This is an optimization exercise on Yosys and OpenROAD, whose aim is small area and a short achievable clock period, not a production implementation. At most, simulation tests tie the RTL to the original design; equivalence was not proved. Power and IR drop assume default switching activity.

==> inputs of sierra <==
Design ss_bridge_top, start of the top module:
module ss_bridge_top #(
	parameter int FIFO_AW = 6
) (
	input  logic        mclk,
	input  logic        ST_ALE,
	input  logic        st_req,
	input  logic        st_we,
	input  logic [7:0]  st_addr,
	input  logic [15:0] st_wdata,
	output logic [15:0] st_rdata,
	output logic        st_rvalid,
	output logic        st_irq,
	input  logic        ss_req,
	input  logic        ss_we,
	input  logic        ss_cs2,
	input  logic [14:1] ss_addr,
	input  logic [15:0] ss_wdata,
	output logic [15:0] ss_rdata,
	output logic        ss_rvalid,
	output logic        ss_irq
);
Settings: LEC_CHECK=0, CAP_MARGIN=20, CORE_MARGIN=2, CORE_UTILIZATION=60, CTS_CLUSTER_DIAMETER=70, CTS_CLUSTER_SIZE=25, SETUP_SLACK_MARGIN=2.3, SLEW_MARGIN=20, SYNTH_HIERARCHICAL=1, SYNTH_MINIMUM_KEEP_SIZE=0, TNS_END_PERCENT=20; clock period 4.5 ns.
standard.sh (not shown) runs the stock make flow with config.mk's settings and CLKGATE_MAP_FILE= SYNTH_SCRIPT=/design/flow/synth_recipe.tcl, a recipe that flattens the netlist after the stock synthesis.
==> flow/flow/run.sh <==
#!/bin/bash
# Standard layout (standard synthesis included) with two changes: the port
# buffers are buf_4 cells, and the resizer may change a cell's footprint.
set -euo pipefail
export BUFFER_PORTS_ARGS="-buffer_cell sky130_fd_sc_hd__buf_4"
bash standard.sh MATCH_CELL_FOOTPRINT=0 finish > standard_flow.log 2>&1
==> willow: changes against sierra <==
--- a/flow/design.v
+++ b/flow/design.v
@@ -172,21 +172,12 @@
 	input  logic [15:0] a,
 	input  logic [15:0] b,
 	output logic        y
 );
 	assign y = |(a & b);
 endmodule
-module rd_sel #(
-	parameter int N = 8
-) (
-	input  logic [N-1:0] d,
-	input  logic [N-1:0] s,
-	output logic         y
-);
-	assign y = |(d & s);
-endmodule
 import st_map_pkg::*;
 import ss_map_pkg::*;
 module ss_bridge_top #(
 	parameter int FIFO_AW = 6
 ) (
 	input  logic        mclk,
@@ -229,13 +220,13 @@
 	logic [15:0]        sr [DEPTH-1];
 	logic [15:0]        stage;
 	logic               push_q;
 	logic [FIFO_AW:0]   m, m_inc, m_dec;
 	logic               fifo_empty, fifo_full;
 	logic               fifo_dir, fifo_clr;
-	logic               wr_en, rd_en;
+	logic               push, pop, wr_en, rd_en;
 	logic [15:0]        wr_word;
 	logic [15:0]        fifo_head;
 	assign fifo_dir  = st_ctrl[CTRL_FIFO_DIR];
 	assign fifo_clr  = st_ctrl[CTRL_FIFO_RST];
 	assign m_inc      = m + 1'b1;
 	assign m_dec      = m - 1'b1;
@@ -333,19 +324,16 @@
 	begin
 		if (ss_cr_we)
 			cr[ss_idx] <= ss_wdata;
 		if (st_resp_we)
 			resp[st_addr[2:1]] <= st_wdata;
 	end
-	logic push_st_ok, push_ss_ok, pop_st_ok, pop_ss_ok;
-	assign push_st_ok = ~fifo_dir & ~fifo_full;
-	assign push_ss_ok = fifo_dir & ~fifo_full;
-	assign pop_st_ok  = fifo_dir & ~fifo_empty;
-	assign pop_ss_ok  = ~fifo_dir & ~fifo_empty;
-	assign wr_en   = (st_fifo_wr & push_st_ok) | (ss_fifo_wr & push_ss_ok);
-	assign rd_en   = (st_fifo_rd & pop_st_ok) | (ss_fifo_rd & pop_ss_ok);
+	assign push    = fifo_dir ? ss_fifo_wr : st_fifo_wr;
+	assign pop     = fifo_dir ? st_fifo_rd : ss_fifo_rd;
+	assign wr_en   = push & ~fifo_full;
+	assign rd_en   = pop & ~fifo_empty;
 	assign wr_word = fifo_dir ? {ss_wdata[7:0], ss_wdata[15:8]} : st_wdata;
 	always_ff @(posedge mclk)
 	begin
 		stage <= wr_word;
 		if (push_q)
 		begin
@@ -357,28 +345,22 @@
 	logic [FIFO_AW:0] m_n, m_dec2;
 	assign m_dec2 = m - 2'd2;
 	always_comb
 	begin
 		if (fifo_clr)
 			m_n = '1;
-		else if (wr_en)
-			m_n = rd_en ? m : m_inc;
+		else if (wr_en & ~rd_en)
+			m_n = m_inc;
+		else if (rd_en & ~wr_en)
+			m_n = m_dec;
 		else
-			m_n = rd_en ? m_dec : m;
-	end
-	logic [7:0] sel_hi, sel_lo, oh1_hi, oh1_lo, oh2_hi, oh2_lo;
-	always_comb
-	begin
-		for (int j = 0; j < 8; j++)
-		begin
-			oh1_hi[j] = (m_dec[5:3] == 3'(j));
-			oh1_lo[j] = (m_dec[2:0] == 3'(j));
-			oh2_hi[j] = (m_dec2[5:3] == 3'(j));
-			oh2_lo[j] = (m_dec2[2:0] == 3'(j));
-		end
+			m_n = m;
 	end
+	logic [FIFO_AW:0] p_n;
+	logic [7:0]       sel_hi, sel_lo;
+	assign p_n = rd_en ? m_dec2 : m_dec;
 	always_ff @(posedge mclk or posedge ST_ALE)
 	begin
 		if (ST_ALE)
 		begin
 			m      <= '1;
 			push_q <= 1'b0;
@@ -386,14 +368,17 @@
 			sel_lo <= 8'h40;
 		end
 		else
 		begin
 			m      <= m_n;
 			push_q <= wr_en;
-			sel_hi <= rd_en ? oh2_hi : oh1_hi;
-			sel_lo <= rd_en ? oh2_lo : oh1_lo;
+			for (int j = 0; j < 8; j++)
+			begin
+				sel_hi[j] <= (p_n[5:3] == 3'(j));
+				sel_lo[j] <= (p_n[2:0] == 3'(j));
+			end
 		end
 	end
 	logic [15:0] fifo_next;
 	for (genvar b = 0; b < 16; b++)
 	begin : g_next
 		logic [7:0] grp;
@@ -408,46 +393,51 @@
 					assign d[k] = sr[8*j+k][b];
 			end
 			fifo_sel8 u_lo (.d(d), .s(sel_lo), .y(grp[j]));
 		end
 		fifo_sel8 u_hi (.d(grp), .s(sel_hi), .y(fifo_next[b]));
 	end
-	logic [15:0] head_pop, head_stay;
-	assign head_pop  = (m == '0) ? wr_word : fifo_next;
-	assign head_stay = fifo_empty ? wr_word : fifo_head;
 	always_ff @(posedge mclk)
 	begin
-		fifo_head <= rd_en ? head_pop : head_stay;
+		if (fifo_empty | (rd_en & (m == '0)))
+			fifo_head <= wr_word;
+		else if (rd_en)
+			fifo_head <= fifo_next;
 	end
 	logic [15:0] fifo_stat, head_sw, st_word, ss_word;
 	assign fifo_stat = 16'(m_inc);
 	assign head_sw   = {fifo_head[7:0], fifo_head[15:8]};
 	logic [15:0] st_stat;
-	assign st_stat = {1'b0, |(st_ctrl[2:0] & {flag_fifo, flag_cmd, flag_cdc}), 11'd0,
-		flag_fifo, flag_cmd, flag_cdc};
+	assign st_stat = {1'b0, st_irq, 11'd0, flag_fifo, flag_cmd, flag_cdc};
 	for (genvar b = 0; b < 16; b++)
 	begin : g_st_word
-		rd_sel #(.N(21)) u_sel (
-			.d ({ss_ctrl[b], ss_data[b], ss_cmd[b], rcnt[b], fifo_head[b], st_ctrl[b], hirq[b], hirq_mask[b],
-				cr[3][b], cr[2][b], cr[1][b], cr[0][b], resp[3][b], resp[2][b], resp[1][b], resp[0][b],
-				st_stat[b], fifo_stat[b], ST_ID_WORD[b], ST_VER_WORD[b], 1'b1}),
-			.s ({st_sel[10], st_sel[9], st_sel[8], st_sel[7], st_sel[4], st_sel[2], st_sel[20], st_sel[21],
-				st_sel[15], st_sel[14], st_sel[13], st_sel[12], st_sel[19], st_sel[18], st_sel[17], st_sel[16],
-				st_sel[3], st_sel[6], st_sel[0], st_sel[1], st_dflt}),
-			.y (st_word[b])
+		logic y0, y1;
+		fifo_sel8 u_regs (
+			.d ({ss_ctrl[b], ss_data[b], ss_cmd[b], rcnt[b], fifo_head[b], st_ctrl[b], hirq[b], hirq_mask[b]}),
+			.s ({st_sel[10], st_sel[9], st_sel[8], st_sel[7], st_sel[4], st_sel[2], st_sel[20], st_sel[21]}),
+			.y (y0)
+		);
+		fifo_sel8 u_mbox (
+			.d ({cr[3][b], cr[2][b], cr[1][b], cr[0][b], resp[3][b], resp[2][b], resp[1][b], resp[0][b]}),
+			.s ({st_sel[15], st_sel[14], st_sel[13], st_sel[12], st_sel[19], st_sel[18], st_sel[17], st_sel[16]}),
+			.y (y1)
 		);
+		assign st_word[b] = y0 | y1 | st_dflt
+			| (st_sel[3] & st_stat[b]) | (st_sel[6] & fifo_stat[b])
+			| (st_sel[0] & ST_ID_WORD[b]) | (st_sel[1] & ST_VER_WORD[b]);
 	end
 	for (genvar b = 0; b < 16; b++)
 	begin : g_ss_word
-		rd_sel #(.N(13)) u_sel (
-			.d ({ss_ctrl[b], ss_cmd[b], ss_data[b], head_sw[b], hirq[b], hirq_mask[b],
-				resp[0][b], resp[1][b], resp[2][b], resp[3][b], fifo_stat[b], ST_ID_WORD[b], ST_VER_WORD[b]}),
-			.s ({rs_ctrl, rs_cmd, rs_data, rs_fifo, rs_hirq, rs_mask,
-				rs_resp[0], rs_resp[1], rs_resp[2], rs_resp[3], rs_fstat, rs_id, rs_ver}),
-			.y (ss_word[b])
+		logic y0;
+		fifo_sel8 u_regs (
+			.d ({ss_ctrl[b], ss_cmd[b], ss_data[b], head_sw[b], hirq[b], hirq_mask[b], resp[0][b], resp[1][b]}),
+			.s ({rs_ctrl, rs_cmd, rs_data, rs_fifo, rs_hirq, rs_mask, rs_resp[0], rs_resp[1]}),
+			.y (y0)
 		);
+		assign ss_word[b] = y0 | (rs_resp[2] & resp[2][b]) | (rs_resp[3] & resp[3][b])
+			| (rs_fstat & fifo_stat[b]) | (rs_id & ST_ID_WORD[b]) | (rs_ver & ST_VER_WORD[b]);
 	end
 	always_ff @(posedge mclk or posedge ST_ALE)
 	begin
 		if (ST_ALE)
 		begin
 			st_rvalid <= 1'b0;
- CTS_CLUSTER_DIAMETER: 70 -> not set
- CTS_CLUSTER_SIZE: 25 -> not set
- SETUP_SLACK_MARGIN: 2.3 -> 2.2
==> cedar: changes against sierra <==
--- a/flow/design.v
+++ b/flow/design.v
@@ -172,21 +172,12 @@
 	input  logic [15:0] a,
 	input  logic [15:0] b,
 	output logic        y
 );
 	assign y = |(a & b);
 endmodule
-module rd_sel #(
-	parameter int N = 8
-) (
-	input  logic [N-1:0] d,
-	input  logic [N-1:0] s,
-	output logic         y
-);
-	assign y = |(d & s);
-endmodule
 import st_map_pkg::*;
 import ss_map_pkg::*;
 module ss_bridge_top #(
 	parameter int FIFO_AW = 6
 ) (
 	input  logic        mclk,
@@ -229,13 +220,13 @@
 	logic [15:0]        sr [DEPTH-1];
 	logic [15:0]        stage;
 	logic               push_q;
 	logic [FIFO_AW:0]   m, m_inc, m_dec;
 	logic               fifo_empty, fifo_full;
 	logic               fifo_dir, fifo_clr;
-	logic               wr_en, rd_en;
+	logic               push, pop, wr_en, rd_en;
 	logic [15:0]        wr_word;
 	logic [15:0]        fifo_head;
 	assign fifo_dir  = st_ctrl[CTRL_FIFO_DIR];
 	assign fifo_clr  = st_ctrl[CTRL_FIFO_RST];
 	assign m_inc      = m + 1'b1;
 	assign m_dec      = m - 1'b1;
@@ -333,19 +324,16 @@
 	begin
 		if (ss_cr_we)
 			cr[ss_idx] <= ss_wdata;
 		if (st_resp_we)
 			resp[st_addr[2:1]] <= st_wdata;
 	end
-	logic push_st_ok, push_ss_ok, pop_st_ok, pop_ss_ok;
-	assign push_st_ok = ~fifo_dir & ~fifo_full;
-	assign push_ss_ok = fifo_dir & ~fifo_full;
-	assign pop_st_ok  = fifo_dir & ~fifo_empty;
-	assign pop_ss_ok  = ~fifo_dir & ~fifo_empty;
-	assign wr_en   = (st_fifo_wr & push_st_ok) | (ss_fifo_wr & push_ss_ok);
-	assign rd_en   = (st_fifo_rd & pop_st_ok) | (ss_fifo_rd & pop_ss_ok);
+	assign push    = fifo_dir ? ss_fifo_wr : st_fifo_wr;
+	assign pop     = fifo_dir ? st_fifo_rd : ss_fifo_rd;
+	assign wr_en   = push & ~fifo_full;
+	assign rd_en   = pop & ~fifo_empty;
 	assign wr_word = fifo_dir ? {ss_wdata[7:0], ss_wdata[15:8]} : st_wdata;
 	always_ff @(posedge mclk)
 	begin
 		stage <= wr_word;
 		if (push_q)
 		begin
@@ -357,28 +345,22 @@
 	logic [FIFO_AW:0] m_n, m_dec2;
 	assign m_dec2 = m - 2'd2;
 	always_comb
 	begin
 		if (fifo_clr)
 			m_n = '1;
-		else if (wr_en)
-			m_n = rd_en ? m : m_inc;
+		else if (wr_en & ~rd_en)
+			m_n = m_inc;
+		else if (rd_en & ~wr_en)
+			m_n = m_dec;
 		else
-			m_n = rd_en ? m_dec : m;
-	end
-	logic [7:0] sel_hi, sel_lo, oh1_hi, oh1_lo, oh2_hi, oh2_lo;
-	always_comb
-	begin
-		for (int j = 0; j < 8; j++)
-		begin
-			oh1_hi[j] = (m_dec[5:3] == 3'(j));
-			oh1_lo[j] = (m_dec[2:0] == 3'(j));
-			oh2_hi[j] = (m_dec2[5:3] == 3'(j));
-			oh2_lo[j] = (m_dec2[2:0] == 3'(j));
-		end
+			m_n = m;
 	end
+	logic [FIFO_AW:0] p_n;
+	logic [7:0]       sel_hi, sel_lo;
+	assign p_n = rd_en ? m_dec2 : m_dec;
 	always_ff @(posedge mclk or posedge ST_ALE)
 	begin
 		if (ST_ALE)
 		begin
 			m      <= '1;
 			push_q <= 1'b0;
@@ -386,14 +368,17 @@
 			sel_lo <= 8'h40;
 		end
 		else
 		begin
 			m      <= m_n;
 			push_q <= wr_en;
-			sel_hi <= rd_en ? oh2_hi : oh1_hi;
-			sel_lo <= rd_en ? oh2_lo : oh1_lo;
+			for (int j = 0; j < 8; j++)
+			begin
+				sel_hi[j] <= (p_n[5:3] == 3'(j));
+				sel_lo[j] <= (p_n[2:0] == 3'(j));
+			end
 		end
 	end
 	logic [15:0] fifo_next;
 	for (genvar b = 0; b < 16; b++)
 	begin : g_next
 		logic [7:0] grp;
@@ -408,46 +393,52 @@
 					assign d[k] = sr[8*j+k][b];
 			end
 			fifo_sel8 u_lo (.d(d), .s(sel_lo), .y(grp[j]));
 		end
 		fifo_sel8 u_hi (.d(grp), .s(sel_hi), .y(fifo_next[b]));
 	end
-	logic [15:0] head_pop, head_stay;
-	assign head_pop  = (m == '0) ? wr_word : fifo_next;
-	assign head_stay = fifo_empty ? wr_word : fifo_head;
 	always_ff @(posedge mclk)
 	begin
-		fifo_head <= rd_en ? head_pop : head_stay;
+		if (fifo_empty | (rd_en & (m == '0)))
+			fifo_head <= wr_word;
+		else if (rd_en)
+			fifo_head <= fifo_next;
 	end
 	logic [15:0] fifo_stat, head_sw, st_word, ss_word;
 	assign fifo_stat = 16'(m_inc);
 	assign head_sw   = {fifo_head[7:0], fifo_head[15:8]};
 	logic [15:0] st_stat;
 	assign st_stat = {1'b0, |(st_ctrl[2:0] & {flag_fifo, flag_cmd, flag_cdc}), 11'd0,
 		flag_fifo, flag_cmd, flag_cdc};
 	for (genvar b = 0; b < 16; b++)
 	begin : g_st_word
-		rd_sel #(.N(21)) u_sel (
-			.d ({ss_ctrl[b], ss_data[b], ss_cmd[b], rcnt[b], fifo_head[b], st_ctrl[b], hirq[b], hirq_mask[b],
-				cr[3][b], cr[2][b], cr[1][b], cr[0][b], resp[3][b], resp[2][b], resp[1][b], resp[0][b],
-				st_stat[b], fifo_stat[b], ST_ID_WORD[b], ST_VER_WORD[b], 1'b1}),
-			.s ({st_sel[10], st_sel[9], st_sel[8], st_sel[7], st_sel[4], st_sel[2], st_sel[20], st_sel[21],
-				st_sel[15], st_sel[14], st_sel[13], st_sel[12], st_sel[19], st_sel[18], st_sel[17], st_sel[16],
-				st_sel[3], st_sel[6], st_sel[0], st_sel[1], st_dflt}),
-			.y (st_word[b])
+		logic y0, y1;
+		fifo_sel8 u_regs (
+			.d ({ss_ctrl[b], ss_data[b], ss_cmd[b], rcnt[b], fifo_head[b], st_ctrl[b], hirq[b], hirq_mask[b]}),
+			.s ({st_sel[10], st_sel[9], st_sel[8], st_sel[7], st_sel[4], st_sel[2], st_sel[20], st_sel[21]}),
+			.y (y0)
+		);
+		fifo_sel8 u_mbox (
+			.d ({cr[3][b], cr[2][b], cr[1][b], cr[0][b], resp[3][b], resp[2][b], resp[1][b], resp[0][b]}),
+			.s ({st_sel[15], st_sel[14], st_sel[13], st_sel[12], st_sel[19], st_sel[18], st_sel[17], st_sel[16]}),
+			.y (y1)
 		);
+		assign st_word[b] = y0 | y1 | st_dflt
+			| (st_sel[3] & st_stat[b]) | (st_sel[6] & fifo_stat[b])
+			| (st_sel[0] & ST_ID_WORD[b]) | (st_sel[1] & ST_VER_WORD[b]);
 	end
 	for (genvar b = 0; b < 16; b++)
 	begin : g_ss_word
-		rd_sel #(.N(13)) u_sel (
-			.d ({ss_ctrl[b], ss_cmd[b], ss_data[b], head_sw[b], hirq[b], hirq_mask[b],
-				resp[0][b], resp[1][b], resp[2][b], resp[3][b], fifo_stat[b], ST_ID_WORD[b], ST_VER_WORD[b]}),
-			.s ({rs_ctrl, rs_cmd, rs_data, rs_fifo, rs_hirq, rs_mask,
-				rs_resp[0], rs_resp[1], rs_resp[2], rs_resp[3], rs_fstat, rs_id, rs_ver}),
-			.y (ss_word[b])
+		logic y0;
+		fifo_sel8 u_regs (
+			.d ({ss_ctrl[b], ss_cmd[b], ss_data[b], head_sw[b], hirq[b], hirq_mask[b], resp[0][b], resp[1][b]}),
+			.s ({rs_ctrl, rs_cmd, rs_data, rs_fifo, rs_hirq, rs_mask, rs_resp[0], rs_resp[1]}),
+			.y (y0)
 		);
+		assign ss_word[b] = y0 | (rs_resp[2] & resp[2][b]) | (rs_resp[3] & resp[3][b])
+			| (rs_fstat & fifo_stat[b]) | (rs_id & ST_ID_WORD[b]) | (rs_ver & ST_VER_WORD[b]);
 	end
 	always_ff @(posedge mclk or posedge ST_ALE)
 	begin
 		if (ST_ALE)
 		begin
 			st_rvalid <= 1'b0;
- SETUP_SLACK_MARGIN: 2.3 -> 2.2
- SLEW_MARGIN: 20 -> 50
==> pepper: changes against sierra <==
- SETUP_SLACK_MARGIN: 2.3 -> 2.2
==> metrics.md <==
| Metric | Value |
|---|---|
| Run status | finished clean |
| Launch instance of the worst register-to-register path | sel_lo[7] |
| Critical-path cell list | buf_6 > nor4b_4 > buf_4 > nand2_1 > nor2_2 > a222oi_1 > nand3_1 > or3_1 |
| Post-Layout Inst Area | 61200 um^2 |
| Fraction of layout instances using a drive strength above 1 | 15.8% |
| Final standard cell utilization of the core | 68.2% |
| Worst slew margin | 14.1% |
| Cts bufs inserted | 71 |
| Instance count on the critical path | 8 |
| Final net count | 3978 |
| Clock power share | 30.4% |
| Total via count in the routed design | 36800 |
| Critical Setup Path Class | input port to flop |
| Power in the clock group | 7.47 mW |
| Skew final | 0.0332 ns |
| Met3 demand-to-capacity share in global routing | 10.2% |
| # placed instances | 4900 |
Source of the figures above: pepper

==> metrics.md <==
| Metric | Value |
|---|---|
| Run status | finished clean |
| Fraction of layout instances using a drive strength above 1 | 17.0% |
| Clock power share | 30.4% |
| Cts bufs inserted | 71 |
| Worst slew margin | 32.9% |
| Critical Setup Path Class | input port to flop |
| Launch instance of the worst register-to-register path | m[1] |
| # placed instances | 4900 |
| Final net count | 4011 |
| Total via count in the routed design | 37100 |
| Power in the clock group | 7.46 mW |
| Skew final | 0.0288 ns |
| Met3 demand-to-capacity share in global routing | 10.2% |
| Instance count on the critical path | 10 |
Source of the figures above: sierra

==> metrics.md <==
| Metric | Value |
|---|---|
| Run status | finished clean |
| Skew final | 0.0300 ns |
| Instance count on the critical path | 7 |
| Power in the clock group | 7.27 mW |
| Met3 demand-to-capacity share in global routing | 7.60% |
| Fraction of layout instances using a drive strength above 1 | 17.3% |
| TNS Setup | 0 ns |
| # placed instances | 4735 |
| Routed met2 length | 72400 um |
| Total via count in the routed design | 35300 |
| Final standard cell utilization of the core | 68.6% |
| Critical Setup Path Class | flop to flop |
| Post-Layout Inst Area | 60700 um^2 |
| Cts bufs inserted | 70 |
| Initial core utilization | 60.6% |
| Final net count | 3819 |
| Switching Power | 4.48 mW |
| Worst slew margin | 48.5% |
| Final critical-path required period | 2.44 ns |
| Setup slack of the most critical reg-to-reg path | 2.06 ns |
| Clock power share | 34.2% |
Source of the figures above: cedar

==> metrics.md <==
| Metric | Value |
|---|---|
| Run status | finished clean |
| Worst slew margin | 27.2% |
| Final standard cell utilization of the core | 70.4% |
| Number of synthesis warnings | 10 |
| Launch instance of the worst register-to-register path | sel_lo[2] |
| Number of DRC markers in iteration 0 | 5097 |
| ANT cells | 3 |
| Clock power share | 44.1% |
| Final net count | 3865 |
| Post-Layout Inst Area | 62300 um^2 |
| DR pass1 iterations | 6 |
| Met3 demand-to-capacity share in global routing | 7.52% |
| Instance count on the critical path | 7 |
| Critical-path cell list | buf_6 > buf_12 > a22oi_2 > nand4_1 > a22oi_1 > nand4_1 > mux2_4 |
| Skew final | 0.0256 ns |
| Total via count in the routed design | 35700 |
| Power in the clock group | 11.0 mW |
Source of the figures above: willow

The RTL of sierra, willow and pepper was laid out without a check of its function.

==> what the ideal ports hide <==
The results above use ideal ports. As a check the final layouts listed here were re-extracted and re-timed, cells and wires unchanged.
Step 1 sets driving cells, clkbuf_16 on the clock port and buf_2 on the other inputs (assumed; they add their load-dependent delay and slew).
Step 2, shift: input delay + t, output delay - t, t = (earliest + latest rising clock arrival at the registers) / 2. This alone moves slack from input paths to output paths.
Three values: ideal, step 1, step 2; two values: the first two.
run | shift t [ns] | setup WS [ns] | worst data-port slew with drivers (ns) | cell pins on the clock port's net
sierra | 0.746 | 1.887 / 1.921 / 1.175 | 0.24 | 1
willow | 0.805 | 2.005 / 2.005 / 1.269 | 0.12 | 1
cedar | 0.727 | 2.060 / 2.060 / 1.380 | 0.16 | 1
pepper | 0.750 | 1.901 / 1.878 / 1.129 | 0.23 | 1
After both steps setup and hold are still met in every run listed. The setup slack of pepper, which loses most, moves by -0.023 ns with the drivers and by -0.772 ns with both steps.
